This is an optimization exercise on Yosys and OpenROAD, whose aim is small area, a short achievable clock period and few clock cycles per item, not a production implementation.
Only simulation tests tie the RTL to the original design; equivalence was not proved.

==> flow/design.v (excerpt) <==
module keyframe_tangent_unit
#(
   parameter int FRAC_BITS = 16
)
(
   input  wire logic        clock,
   input  wire logic        reset,
   input  wire logic        csr_wen,
   input  wire logic [1:0]  csr_wdata,    
   input  wire logic        req_tvalid,
   output logic             req_tready,
   input  wire logic [63:0] req_tdata,    
   input  wire logic        req_tlast,
   output logic             rsp_tvalid,
   input  wire logic        rsp_tready,
   output logic [63:0]      rsp_tdata,    
   output logic [9:0]       rsp_tuser,    
   output logic             rsp_tlast
);
For scale: about 4800 cells after synthesis, ~150 I/O pins, about 35000 um2 of cells after synthesis.
export LEC_CHECK = 0
export ABC_AREA = 1
export CAP_MARGIN = 20
export CORE_MARGIN = 2
export CORE_UTILIZATION = 40
export PLACE_DENSITY = 0.6
export SLEW_MARGIN = 20
create_clock -name core_clock -period 11.0 [get_ports {clock}]
standard.sh (not shown) runs the stock make flow with config.mk's settings and CLKGATE_MAP_FILE= SYNTH_SCRIPT=/design/flow/synth_recipe.tcl, a recipe that flattens the netlist after the stock synthesis.
==> flow/flow/run.sh <==
#!/bin/bash
# Standard layout, with repair_timing aiming below the design's period.
set -o pipefail
export SETUP_SLACK_MARGIN=6.3
export BUFFER_PORTS_ARGS="-buffer_cell sky130_fd_sc_hd__buf_2"
bash standard.sh > standard.log 2>&1
The first run finished clean.
Testbench counts at the start, summed over its fixed seeds: cycles 42,897, items 8,035.
==> next run, changes <==
==> flow/flow/run.sh (replaced) <==
#!/bin/bash
# Standard layout, with repair_timing aiming below the design's period.
set -o pipefail
export SETUP_SLACK_MARGIN=6.45
export BUFFER_PORTS_ARGS="-buffer_cell sky130_fd_sc_hd__buf_2"
bash standard.sh > standard.log 2>&1
ABC_AREA = unset   (was 1)
Synthesized cell count is lower by a quarter to a third.
Die area came out lower by a few percent.
Maximum frequency grows slightly.
Worst setup slack is better by 0.039 ns.
==> next run, changes <==
==> flow/flow/run.sh (replaced) <==
#!/bin/bash
# Standard layout, with repair_timing aiming below the design's period.
set -o pipefail
export SETUP_SLACK_MARGIN=6.6
export BUFFER_PORTS_ARGS="-buffer_cell sky130_fd_sc_hd__buf_2"
bash standard.sh > standard.log 2>&1
After rerunning: Cell count climbs by about 1.6%. Sequential share of layout area decreases by 0.88 points. First-iteration DRC count went down by about 0.6%.
==> next run, changes <==
==> flow/flow/run.sh (replaced) <==
#!/bin/bash
# Standard layout, with repair_timing aiming below the design's period.
set -o pipefail
export SETUP_SLACK_MARGIN=6.3
export BUFFER_PORTS_ARGS="-buffer_cell sky130_fd_sc_hd__buf_2"
bash standard.sh > standard.log 2>&1
After rerunning: Area after synthesis stays the same; global-route usage falls by 0.84 points; flip-flop and latch count stays the same.

---

Setup of P:
keyframe_tangent_unit, a different RTL version from the one above (not shown whole).
For scale: about 150 I/O pins.
clock: 11.0 ns
lec_check: 0
cap_margin: 20
core_margin: 2
core_utilization: 40
place_density: 0.6
slew_margin: 20
==> flow/flow/run.sh <==
#!/bin/bash
# Standard layout, with repair_timing aiming below the design's period.
set -o pipefail
export SETUP_SLACK_MARGIN=6.0
bash standard.sh > standard.log 2>&1
Testbench counts of P, summed over its fixed seeds: cycles 48,036, items 8,035.
What Q does differently from P at the input level:
# P
export LEC_CHECK = 0
export CAP_MARGIN = 20
export CORE_MARGIN = 2
export CORE_UTILIZATION = 40
export PLACE_DENSITY = 0.6
export SLEW_MARGIN = 20
create_clock -name core_clock -period 11.0 [get_ports {clock}]
# Q
export LEC_CHECK = 0
export CAP_MARGIN = 20
export CORE_MARGIN = 2
export CORE_UTILIZATION = 40
export CTS_BUF_LIST = sky130_fd_sc_hd__clkbuf_4 sky130_fd_sc_hd__clkbuf_8
export CTS_CLUSTER_SIZE = 30
export PLACE_DENSITY = 0.6
export SLEW_MARGIN = 20
create_clock -name core_clock -period 11.0 [get_ports {clock}]
==> flow/flow/run.sh <==
#!/bin/bash
# Standard layout, with repair_timing aiming below the design's period.
set -o pipefail
export SETUP_SLACK_MARGIN=6.3
bash standard.sh > standard.log 2>&1
==> run notes <==
- Q contains more vias than P.
- Q against P; top achievable clock speed is up by a few percent.
- [compare] base=P new=Q: tap cell count was more or less identical, met2 layer wire length in the routed design grew by 1.4%, clock distribution area overhead in the final layout lost 0.38 points, post-placement setup slack increased by 0.18 ns relative to the old numbers.

## port drivers added, routing unchanged
The results above use ideal ports. As a check the final layouts listed here were re-extracted and re-timed, cells and wires unchanged.
Step 1 sets driving cells, clkbuf_16 on the clock port and buf_2 on the other inputs (assumed; they add their load-dependent delay and slew).
Step 2 moves the port delays by t, midway between the first and last clock arrival at a register: inputs arrive t later, outputs are due t later. That takes back most of the time a late clock gives input paths.
Three values: no drivers, after step 1, after step 2; two values: the first two.
| run | shift t [ns] | setup WS [ns] | worst hold slack (ns) | worst setup path after step 2 | worst slew at a driven data input, ns |
|---|---|---|---|---|---|
| the first run of note 1 | 0.694 | 6.431 / 6.366 / 5.898 | 0.433 / 0.433 / 0.433 | input to register | 0.06 |
| the second run of note 1 | 0.683 | 6.470 / 6.459 / 6.061 | 0.451 / 0.451 / 0.451 | input to register | 0.05 |
| the third run of note 1 | 0.707 | 6.506 / 6.506 / 5.936 | 0.458 / 0.458 / 0.458 | input to register | 0.05 |
| the fourth run of note 1 | 0.691 | 6.374 / 6.306 / 5.817 | 0.461 / 0.461 / 0.461 | input to register | 0.04 |
| P | 0.678 | 6.054 / 6.054 / 5.581 | 0.458 / 0.458 / 0.458 | input to register | 0.06 |
| Q | 0.746 | 6.306 / 6.306 / 5.732 | 0.454 / 0.454 / 0.454 | input to register | 0.06 |
After both steps setup and hold are still met in every run listed. The setup slack of Q, which loses most, moves by 0.000 ns with the drivers and by -0.574 ns with both steps.
